Background: an optimization exercise with open tools, aiming at small area, a short achievable clock period and few clock cycles per item. Do not read the settings as production practice.
At most, simulation tests tie the RTL to the original design; equivalence was not proved.
Power figures rest on the tool's default switching activity, not on a simulated workload.

Setup of v27:
==> flow/design.v (excerpt) <==
module image_header_size_parser #(
    parameter int OFFSET_BITS = 20
) (
    input  logic        clk,
    input  logic        rst_n,
    input  logic        in_valid,
    output logic        in_ready,
    input  logic [7:0]  in_data,
    input  logic        in_last,
    output logic        out_valid,
    input  logic        out_ready,
    output logic        out_status,
    output logic [1:0]  out_format,
    output logic [31:0] out_width,
    output logic [31:0] out_height
);
export LEC_CHECK = 0
export CAP_MARGIN = 20
export CORE_MARGIN = 2
export CORE_UTILIZATION = 65
export SETUP_SLACK_MARGIN = 3.3
export SLEW_MARGIN = 20
create_clock -name core_clock -period 5.5 [get_ports {clk}]
standard.sh (not shown) runs the stock make flow with config.mk's settings and CLKGATE_MAP_FILE= SYNTH_SCRIPT=/design/flow/synth_recipe.tcl, a recipe that flattens the netlist after the stock synthesis.
==> flow/flow/run.sh <==
#!/bin/bash
# Standard layout (the standard.sh, unchanged synthesis), with two changes:
# plain buf_1 cells as the port buffers instead of the default delay buffers, and no
# dummy loads in the clock tree.
set -euo pipefail
export BUFFER_PORTS_ARGS="-buffer_cell sky130_fd_sc_hd__buf_1"
export CTS_ARGS="-sink_clustering_enable -repair_clock_nets -dont_use_dummy_load -buf_list sky130_fd_sc_hd__clkbuf_8"
bash standard.sh > standard.log 2>&1
Testbench counts of v27, summed over its fixed seeds: cycles 354,302, bytes 354,294.
[inputs] v3 vs v27
--- a/flow/design.v
+++ b/flow/design.v
@@ -111,86 +111,88 @@
             ff10_reg  <= hist[9] == ihsp_pkg::B_FF;
             sof10_reg <= (hist[9][7:2] == 6'b110000) || (hist[9] == 8'hC9) ||
                          (hist[9] == 8'hCA) || (hist[9] == 8'hCB);
             ff11_reg  <= ff10_reg;
         end
         if (load)
             wff_reg <= ff11_reg;
     end
 endmodule
 module ihsp_decode (
     input  logic                   clk,
-    input  logic [7:0]             last_byte,   
+    input  logic                   take,
+    input  logic [7:0]             data_byte,
     input  logic [4:0]             pos,         
     input  logic                   pos_small,   
     input  logic                   wff_next,    
     output logic                   jfif,
     output logic                   f_jpeg,      
     output logic                   res_jpeg,    
     output logic                   res_gif,
     output logic                   res_png,
     output logic                   f_gif,       
     output logic                   f_png        
 );
     logic       f_jfif;
-    logic       long_enough;
+    logic       hdr, long_enough;
     logic [7:0] d;
-    assign d           = last_byte;
+    assign d           = data_byte;
+    assign hdr         = pos_small && !pos[4];               
     assign long_enough = !pos_small || pos >= 5'(ihsp_pkg::MIN_LEN_M1);
     always_ff @(posedge clk)
     begin
-        if (pos_small)
+        if (take && hdr)
         begin
-            case (pos)
-                5'd1:
+            case (pos[3:0])
+                4'd0:
                 begin
                     f_jpeg <= d == ihsp_pkg::B_FF;
                     f_jfif <= 1'b1;
                     f_gif  <= d == ihsp_pkg::C_G;
                     f_png  <= d == ihsp_pkg::B_PNG0;
                 end
-                5'd2:
+                4'd1:
                 begin
                     f_jpeg <= f_jpeg && d == ihsp_pkg::B_SOI;
                     f_gif  <= f_gif  && d == ihsp_pkg::C_I;
                     f_png  <= f_png  && d == ihsp_pkg::C_P;
                 end
-                5'd3:
+                4'd2:
                 begin
                     f_jfif <= f_jfif && d == ihsp_pkg::B_FF;
                     f_gif  <= f_gif  && d == ihsp_pkg::C_F;
                     f_png  <= f_png  && d == ihsp_pkg::C_N;
                 end
-                5'd4:
+                4'd3:
                 begin
                     f_jfif <= f_jfif && d == ihsp_pkg::B_APP0;
                     f_png  <= f_png  && d == ihsp_pkg::C_G;
                 end
-                5'd5: f_png <= f_png && d == ihsp_pkg::B_CR;
-                5'd6: f_png <= f_png && d == ihsp_pkg::B_LF;
-                5'd7:
+                4'd4: f_png <= f_png && d == ihsp_pkg::B_CR;
+                4'd5: f_png <= f_png && d == ihsp_pkg::B_LF;
+                4'd6:
                 begin
                     f_jfif <= f_jfif && d == ihsp_pkg::C_J;
                     f_png  <= f_png  && d == ihsp_pkg::B_SUB;
                 end
-                5'd8:
+                4'd7:
                 begin
                     f_jfif <= f_jfif && d == ihsp_pkg::C_F;
                     f_png  <= f_png  && d == ihsp_pkg::B_LF;
                 end
-                5'd9:  f_jfif <= f_jfif && d == ihsp_pkg::C_I;
-                5'd10: f_jfif <= f_jfif && d == ihsp_pkg::C_F;
-                5'd13: f_png  <= f_png && d == ihsp_pkg::C_I;
-                5'd14: f_png  <= f_png && d == ihsp_pkg::C_H;
-                5'd15: f_png  <= f_png && d == ihsp_pkg::C_D;
-                5'd16: f_png  <= f_png && d == ihsp_pkg::C_R;
+                4'd8:  f_jfif <= f_jfif && d == ihsp_pkg::C_I;
+                4'd9:  f_jfif <= f_jfif && d == ihsp_pkg::C_F;
+                4'd12: f_png  <= f_png && d == ihsp_pkg::C_I;
+                4'd13: f_png  <= f_png && d == ihsp_pkg::C_H;
+                4'd14: f_png  <= f_png && d == ihsp_pkg::C_D;
+                4'd15: f_png  <= f_png && d == ihsp_pkg::C_R;
                 default: ;
             endcase
         end
     end
     assign jfif = f_jpeg && f_jfif;
     assign res_jpeg = long_enough && f_jpeg && wff_next;
     assign res_gif  = long_enough && f_gif;
     assign res_png  = long_enough && f_png;
 endmodule
 module image_header_size_parser #(
     parameter int OFFSET_BITS = 20
@@ -249,23 +251,24 @@
         .upper_one  (upper_one),
         .upper_inc  (upper_inc),
         .cnt        ({width_reg[3], width_reg[2]}),
         .cnt_load   (cnt_load),
         .cnt_dec    (cnt_dec),
         .seg_len    (seg_len),
         .load       (load),
         .wff_next   (wff_next)
     );
     ihsp_decode u_decode (
         .clk        (clk),
-        .last_byte  (hist[1]),
+        .take       (take),
+        .data_byte  (in_data),
         .pos        (pos),
         .pos_small  (pos_small),
         .wff_next   (wff_next),
         .jfif       (jfif),
         .f_jpeg     (f_jpeg),
         .res_jpeg   (res_jpeg),
         .res_gif    (res_gif),
         .res_png    (res_png),
         .f_gif      (f_gif),
         .f_png      (f_png)
     );
==> run summary <==
- Cmp v3 and v27 / highest clock rate / lower: v3
- Relative to v27, the netlist area before placement of v3 is higher by 180 sq um.
- Taking v27 as the reference, in v3 total of fill cells in the finished design went up by about 14%, final total power shows no meaningful change, first-pass GRT wire length decreased about 8%, synthesized netlist net count higher, number of flip-flops and latches stayed essentially flat.
Function not checked in v3: the RTL went through the layout flow alone.

========
The RTL this note starts from:
==> flow/design.v <==
package ihsp_pkg;
    localparam logic [7:0] B_FF    = 8'hFF;
    localparam logic [7:0] B_SOI   = 8'hD8;
    localparam logic [7:0] B_APP0  = 8'hE0;
    localparam logic [7:0] B_PNG0  = 8'h89;
    localparam logic [7:0] B_SUB   = 8'h1A;
    localparam logic [7:0] B_CR    = 8'h0D;
    localparam logic [7:0] B_LF    = 8'h0A;
    localparam logic [7:0] C_J     = 8'h4A;
    localparam logic [7:0] C_F     = 8'h46;
    localparam logic [7:0] C_I     = 8'h49;
    localparam logic [7:0] C_G     = 8'h47;
    localparam logic [7:0] C_P     = 8'h50;
    localparam logic [7:0] C_N     = 8'h4E;
    localparam logic [7:0] C_H     = 8'h48;
    localparam logic [7:0] C_D     = 8'h44;
    localparam logic [7:0] C_R     = 8'h52;
    localparam int FIRST_WINDOW_END = 13;
    localparam int GIF_LAST_SIZE    = 9;
    localparam int PNG_LAST_SIZE    = 23;
    localparam int MIN_LEN_M1       = 23;
endpackage
module ihsp_track #(
    parameter int OFFSET_BITS = 20
) (
    input  logic                   clk,
    input  logic                   rst_n,
    input  logic                   take,       
    input  logic                   fin,        
    input  logic [7:0]             data_byte,
    input  logic                   jfif,       
    output logic [4:0]             pos,        
    output logic                   pos_small,      
    output logic [9:1][7:0]        hist,
    input  logic [15:0]            cnt,        
    output logic                   cnt_load,   
    output logic                   cnt_dec,    
    output logic [15:0]            seg_len,
    output logic                   load,       
    output logic                   wff_next    
);
    logic [OFFSET_BITS-1:0] offset_reg;
    logic                   small_reg;
    logic                   load_at_reg;    
    logic                   wait_reg;
    logic                   ff10_reg, sof10_reg, ff11_reg;
    logic                   wff_reg;
    logic pos13, win_bad, ovf, walk_next;
    assign pos     = offset_reg[4:0];
    assign pos_small = small_reg;
    assign pos13   = small_reg && pos == 5'(ihsp_pkg::FIRST_WINDOW_END);
    assign load    = take && load_at_reg;
    assign seg_len = {hist[9], hist[8]};
    assign win_bad = !ff11_reg || sof10_reg;
    assign ovf     = {{(OFFSET_BITS-16){1'b0}}, seg_len} >= ~offset_reg;
    assign wff_next = load_at_reg ? ff11_reg : wff_reg;
    assign walk_next = (pos13 ? jfif : 1'b1) && !win_bad && !ovf;
    assign cnt_load  = take && !fin && load_at_reg && walk_next;
    assign cnt_dec   = take && !fin && !load_at_reg && wait_reg && cnt != 16'd0;
    always_ff @(posedge clk or negedge rst_n)
    begin
        if (!rst_n)
        begin
            offset_reg   <= '0;
            small_reg    <= 1'b1;
            load_at_reg  <= 1'b0;
            wait_reg     <= 1'b0;
        end
        else if (take)
        begin
            if (fin)
            begin
                offset_reg   <= '0;
                small_reg    <= 1'b1;
                load_at_reg  <= 1'b0;
                wait_reg     <= 1'b0;
            end
            else
            begin
                if (!(&offset_reg))
                    offset_reg <= offset_reg + OFFSET_BITS'(1);
                if (&pos)
                    small_reg <= 1'b0;
                if (load_at_reg)
                    load_at_reg <= 1'b0;
                else
                    load_at_reg <= (pos_small && pos == 5'(ihsp_pkg::FIRST_WINDOW_END - 1)) ||
                                   (wait_reg && cnt == 16'd0);
                if (load_at_reg)
                    wait_reg <= walk_next;
            end
        end
    end
    always_ff @(posedge clk)
    begin
        if (take)
        begin
            hist[1]   <= data_byte;
            for (int i = 2; i <= 9; i++)
                hist[i] <= hist[i-1];
            ff10_reg  <= hist[9] == ihsp_pkg::B_FF;
            sof10_reg <= (hist[9][7:2] == 6'b110000) || (hist[9] == 8'hC9) ||
                         (hist[9] == 8'hCA) || (hist[9] == 8'hCB);
            ff11_reg  <= ff10_reg;
        end
        if (load)
            wff_reg <= ff11_reg;
    end
endmodule
module ihsp_decode (
    input  logic                   clk,
    input  logic                   take,
    input  logic [7:0]             data_byte,
    input  logic [4:0]             pos,         
    input  logic                   pos_small,   
    input  logic                   wff_next,    
    output logic                   jfif,
    output logic                   f_jpeg,      
    output logic                   res_jpeg,    
    output logic                   res_gif,
    output logic                   res_png,
    output logic                   f_gif,       
    output logic                   f_png        
);
    logic       f_jfif;
    logic       hdr, long_enough;
    logic [7:0] d;
    assign d           = data_byte;
    assign hdr         = pos_small && !pos[4];               
    assign long_enough = !pos_small || pos >= 5'(ihsp_pkg::MIN_LEN_M1);
    always_ff @(posedge clk)
    begin
        if (take && hdr)
        begin
            case (pos[3:0])
                4'd0:
                begin
                    f_jpeg <= d == ihsp_pkg::B_FF;
                    f_jfif <= 1'b1;
                    f_gif  <= d == ihsp_pkg::C_G;
                    f_png  <= d == ihsp_pkg::B_PNG0;
                end
                4'd1:
                begin
                    f_jpeg <= f_jpeg && d == ihsp_pkg::B_SOI;
                    f_gif  <= f_gif  && d == ihsp_pkg::C_I;
                    f_png  <= f_png  && d == ihsp_pkg::C_P;
                end
                4'd2:
                begin
                    f_jfif <= f_jfif && d == ihsp_pkg::B_FF;
                    f_gif  <= f_gif  && d == ihsp_pkg::C_F;
                    f_png  <= f_png  && d == ihsp_pkg::C_N;
                end
                4'd3:
                begin
                    f_jfif <= f_jfif && d == ihsp_pkg::B_APP0;
                    f_png  <= f_png  && d == ihsp_pkg::C_G;
                end
                4'd4: f_png <= f_png && d == ihsp_pkg::B_CR;
                4'd5: f_png <= f_png && d == ihsp_pkg::B_LF;
                4'd6:
                begin
                    f_jfif <= f_jfif && d == ihsp_pkg::C_J;
                    f_png  <= f_png  && d == ihsp_pkg::B_SUB;
                end
                4'd7:
                begin
                    f_jfif <= f_jfif && d == ihsp_pkg::C_F;
                    f_png  <= f_png  && d == ihsp_pkg::B_LF;
                end
                4'd8:  f_jfif <= f_jfif && d == ihsp_pkg::C_I;
                4'd9:  f_jfif <= f_jfif && d == ihsp_pkg::C_F;
                4'd12: f_png  <= f_png && d == ihsp_pkg::C_I;
                4'd13: f_png  <= f_png && d == ihsp_pkg::C_H;
                4'd14: f_png  <= f_png && d == ihsp_pkg::C_D;
                4'd15: f_png  <= f_png && d == ihsp_pkg::C_R;
                default: ;
            endcase
        end
    end
    assign jfif = f_jpeg && f_jfif;
    assign res_jpeg = long_enough && f_jpeg && wff_next;
    assign res_gif  = long_enough && f_gif;
    assign res_png  = long_enough && f_png;
endmodule
module image_header_size_parser #(
    parameter int OFFSET_BITS = 20
) (
    input  logic        clk,
    input  logic        rst_n,
    input  logic        in_valid,
    output logic        in_ready,
    input  logic [7:0]  in_data,
    input  logic        in_last,
    output logic        out_valid,
    input  logic        out_ready,
    output logic        out_status,
    output logic [1:0]  out_format,
    output logic [31:0] out_width,
    output logic [31:0] out_height
);
    logic              ready_reg;
    logic              first_reg;
    logic              out_valid_reg;
    logic              queued_reg;
    logic              status_reg;
    logic [1:0]        format_reg;
    logic [3:0][7:0]   width_reg, height_reg;
    logic              take, fin, hold_out, result_in, fail_in, clear_all, clear_high;
    logic              first_next, out_valid_next, queued_next;
    logic [4:0]        pos;
    logic              pos_small;
    logic [9:1][7:0]   hist;
    logic              load, wff_next, jfif;
    logic              cnt_load, cnt_dec;
    logic [15:0]       seg_len;
    logic              f_jpeg, f_gif, f_png;
    logic              res_jpeg, res_gif, res_png;
    logic [3:0]        wr_w, wr_h;
    logic              at_jpeg;
    assign take     = in_valid && ready_reg;
    assign fin      = take && in_last;
    assign in_ready = ready_reg;
    assign hold_out = out_valid_reg && !out_ready;
    ihsp_track #(
        .OFFSET_BITS (OFFSET_BITS)
    ) u_track (
        .clk        (clk),
        .rst_n      (rst_n),
        .take       (take),
        .fin        (fin),
        .data_byte  (in_data),
        .jfif       (jfif),
        .pos        (pos),
        .pos_small  (pos_small),
        .hist       (hist),
        .cnt        ({width_reg[3], width_reg[2]}),
        .cnt_load   (cnt_load),
        .cnt_dec    (cnt_dec),
        .seg_len    (seg_len),
        .load       (load),
        .wff_next   (wff_next)
    );
    ihsp_decode u_decode (
        .clk        (clk),
        .take       (take),
        .data_byte  (in_data),
        .pos        (pos),
        .pos_small  (pos_small),
        .wff_next   (wff_next),
        .jfif       (jfif),
        .f_jpeg     (f_jpeg),
        .res_jpeg   (res_jpeg),
        .res_gif    (res_gif),
        .res_png    (res_png),
        .f_gif      (f_gif),
        .f_png      (f_png)
    );
    always_comb
    begin
        first_next     = take ? fin : first_reg;
        out_valid_next = fin || (out_valid_reg && (queued_reg || !out_ready));
        queued_next    = (fin && hold_out) || (queued_reg && !out_ready);
    end
    always_ff @(posedge clk or negedge rst_n)
    begin
        if (!rst_n)
        begin
            ready_reg     <= 1'b1;
            first_reg     <= 1'b1;
            out_valid_reg <= 1'b0;
            queued_reg    <= 1'b0;
        end
        else
        begin
            ready_reg     <= !queued_next && (!out_valid_next || first_next);
            first_reg     <= first_next;
            out_valid_reg <= out_valid_next;
            queued_reg    <= queued_next;
        end
    end
    assign result_in  = fin && !hold_out;
    assign fail_in    = !(res_jpeg || res_gif || res_png);
    assign clear_all  = (result_in && fail_in) || (queued_reg && out_ready);
    assign clear_high = clear_all || (result_in && !res_png);
    always_ff @(posedge clk)
    begin
        if (result_in)
        begin
            status_reg <= fail_in;
            format_reg <= res_jpeg ? 2'd0 : res_gif ? 2'd1 : res_png ? 2'd2 : 2'd3;
        end
        else if (queued_reg && out_ready)
        begin
            status_reg <= 1'b1;
            format_reg <= 2'd3;
        end
    end
    assign at_jpeg = load && f_jpeg;
    always_comb
    begin
        for (int i = 0; i < 4; i++)
        begin
            wr_w[i] = take && pos_small && f_png && pos == 5'(19 - i);
            wr_h[i] = take && pos_small && f_png && pos == 5'(23 - i);
        end
        wr_w[0] = wr_w[0] || at_jpeg || (take && pos_small && f_gif && pos == 5'd6);
        wr_w[1] = wr_w[1] || at_jpeg || (take && pos_small && f_gif && pos == 5'd7);
        wr_h[0] = wr_h[0] || at_jpeg || (take && pos_small && f_gif && pos == 5'd8);
        wr_h[1] = wr_h[1] || at_jpeg || (take && pos_small && f_gif && pos == 5'd9);
    end
    always_ff @(posedge clk)
    begin
        for (int i = 0; i < 2; i++)
        begin
            if (clear_all)
            begin
                width_reg[i]  <= 8'd0;
                height_reg[i] <= 8'd0;
            end
            else
            begin
                if (wr_w[i])
                    width_reg[i]  <= at_jpeg ? hist[3+i] : in_data;
                if (wr_h[i])
                    height_reg[i] <= at_jpeg ? hist[5+i] : in_data;
            end
        end
        for (int i = 2; i < 4; i++)
        begin
            if (clear_high)
                height_reg[i] <= 8'd0;
            else if (wr_h[i])
                height_reg[i] <= in_data;
        end
        if (clear_high)
            {width_reg[3], width_reg[2]} <= 16'd0;
        else if (cnt_load)
            {width_reg[3], width_reg[2]} <= seg_len;
        else if (cnt_dec)
            {width_reg[3], width_reg[2]} <= {width_reg[3], width_reg[2]} - 16'd1;
        else
        begin
            if (wr_w[3])
                width_reg[3] <= in_data;
            if (wr_w[2])
                width_reg[2] <= in_data;
        end
    end
    assign out_valid  = out_valid_reg;
    assign out_status = status_reg;
    assign out_format = format_reg;
    assign out_width  = width_reg;
    assign out_height = height_reg;
endmodule
clock: 5.5 ns
lec_check: 0
cap_margin: 20
core_margin: 2
core_utilization: 65
setup_slack_margin: 3.3
slew_margin: 20
Scripts as last shown in full above: flow/flow/run.sh
Change:
--- a/flow/design.v
+++ b/flow/design.v
@@ -31,33 +31,28 @@
     input  logic                   jfif,       
     output logic [4:0]             pos,        
     output logic                   pos_small,      
     output logic [9:1][7:0]        hist,
-    input  logic [15:0]            cnt,        
-    output logic                   cnt_load,   
-    output logic                   cnt_dec,    
-    output logic [15:0]            seg_len,
     output logic                   load,       
     output logic                   wff_next    
 );
     logic [OFFSET_BITS-1:0] offset_reg;
     logic                   small_reg;
     logic                   load_at_reg;    
     logic                   wait_reg;
+    logic [15:0]            cnt_reg;
     logic                   ff10_reg, sof10_reg, ff11_reg;
     logic                   wff_reg;
-    logic pos13, win_bad, ovf, walk_next;
+    logic pos13, win_bad, ovf;
+    logic [15:0] seg_len;
     assign pos     = offset_reg[4:0];
     assign pos_small = small_reg;
     assign pos13   = small_reg && pos == 5'(ihsp_pkg::FIRST_WINDOW_END);
     assign load    = take && load_at_reg;
     assign seg_len = {hist[9], hist[8]};
     assign win_bad = !ff11_reg || sof10_reg;
     assign ovf     = {{(OFFSET_BITS-16){1'b0}}, seg_len} >= ~offset_reg;
     assign wff_next = load_at_reg ? ff11_reg : wff_reg;
-    assign walk_next = (pos13 ? jfif : 1'b1) && !win_bad && !ovf;
-    assign cnt_load  = take && !fin && load_at_reg && walk_next;
-    assign cnt_dec   = take && !fin && !load_at_reg && wait_reg && cnt != 16'd0;
     always_ff @(posedge clk or negedge rst_n)
     begin
         if (!rst_n)
         begin
@@ -84,18 +79,28 @@
                 if (load_at_reg)
                     load_at_reg <= 1'b0;
                 else
                     load_at_reg <= (pos_small && pos == 5'(ihsp_pkg::FIRST_WINDOW_END - 1)) ||
-                                   (wait_reg && cnt == 16'd0);
+                                   (wait_reg && cnt_reg == 16'd0);
                 if (load_at_reg)
-                    wait_reg <= walk_next;
+                    wait_reg <= (pos13 ? jfif : 1'b1) && !win_bad && !ovf;
             end
         end
     end
     always_ff @(posedge clk)
     begin
         if (take)
         begin
+            if (load_at_reg)
+                cnt_reg <= seg_len;
+            else if (cnt_reg != 16'd0)
+                cnt_reg <= cnt_reg - 16'd1;
+        end
+    end
+    always_ff @(posedge clk)
+    begin
+        if (take)
+        begin
             hist[1]   <= data_byte;
             for (int i = 2; i <= 9; i++)
                 hist[i] <= hist[i-1];
             ff10_reg  <= hist[9] == ihsp_pkg::B_FF;
@@ -212,10 +217,8 @@
     logic [4:0]        pos;
     logic              pos_small;
     logic [9:1][7:0]   hist;
     logic              load, wff_next, jfif;
-    logic              cnt_load, cnt_dec;
-    logic [15:0]       seg_len;
     logic              f_jpeg, f_gif, f_png;
     logic              res_jpeg, res_gif, res_png;
     logic [3:0]        wr_w, wr_h;
     logic              at_jpeg;
@@ -234,12 +237,8 @@
         .jfif       (jfif),
         .pos        (pos),
         .pos_small  (pos_small),
         .hist       (hist),
-        .cnt        ({width_reg[3], width_reg[2]}),
-        .cnt_load   (cnt_load),
-        .cnt_dec    (cnt_dec),
-        .seg_len    (seg_len),
         .load       (load),
         .wff_next   (wff_next)
     );
     ihsp_decode u_decode (
@@ -329,24 +328,19 @@
         end
         for (int i = 2; i < 4; i++)
         begin
             if (clear_high)
+            begin
+                width_reg[i]  <= 8'd0;
                 height_reg[i] <= 8'd0;
-            else if (wr_h[i])
-                height_reg[i] <= in_data;
-        end
-        if (clear_high)
-            {width_reg[3], width_reg[2]} <= 16'd0;
-        else if (cnt_load)
-            {width_reg[3], width_reg[2]} <= seg_len;
-        else if (cnt_dec)
-            {width_reg[3], width_reg[2]} <= {width_reg[3], width_reg[2]} - 16'd1;
-        else
-        begin
-            if (wr_w[3])
-                width_reg[3] <= in_data;
-            if (wr_w[2])
-                width_reg[2] <= in_data;
+            end
+            else
+            begin
+                if (wr_w[i])
+                    width_reg[i]  <= in_data;
+                if (wr_h[i])
+                    height_reg[i] <= in_data;
+            end
         end
     end
     assign out_valid  = out_valid_reg;
     assign out_status = status_reg;
=> The changed run passed the timing, design-rule and antenna checks. Worst setup slack gains 0.14 ns. Routed wire length is lower by 14%. First-iteration DRC count falls by 44%. Power goes up by 8.2%. Clock skew stays flat. Fmax grows by 6.2%. Die area grows by 4.2%. Core utilization falls by 2.1 points.
Testbench counts after the change, summed over its fixed seeds: cycles 354,302, bytes 354,294.
No functional check of the RTL was part of the first run of this note.

re-timing with driven ports:
The results above use ideal ports. As a check the final layouts listed here were re-extracted and re-timed, cells and wires unchanged.
Step 1 sets driving cells, clkbuf_16 on the clock port and buf_2 on the other inputs (assumed; they add their load-dependent delay and slew).
Step 2 adds t to the input delays and takes it off the output delays; t is the mean of the earliest and latest rising clock arrival at the registers after step 1. Input paths then give back, and output paths get back, about the clock's delay inside the block.
a / b / c = ideal ports / drivers / drivers and shift; a / b = the first two.
run	shift t [ns]	setup WS [ns]	worst setup path after step 2	latest minus earliest clock arrival (ns)	cell pins on the clock port's net
v27	0.479	3.032 / 3.032 / 2.618	input to register	0.026 / 0.027	1
v3	0.463	3.013 / 3.031 / 2.568	input to register	0.026 / 0.026	1
the first run of note 2	0.495	3.161 / 3.161 / 2.727	input to register	0.032 / 0.032	1
the second run of note 2	0.485	3.298 / 3.283 / 2.804	input to register	0.035 / 0.035	1
After both steps every run listed still meets setup and hold. The setup slack of the second run of note 2, which loses most, moves by -0.015 ns with the drivers and by -0.494 ns with both steps.
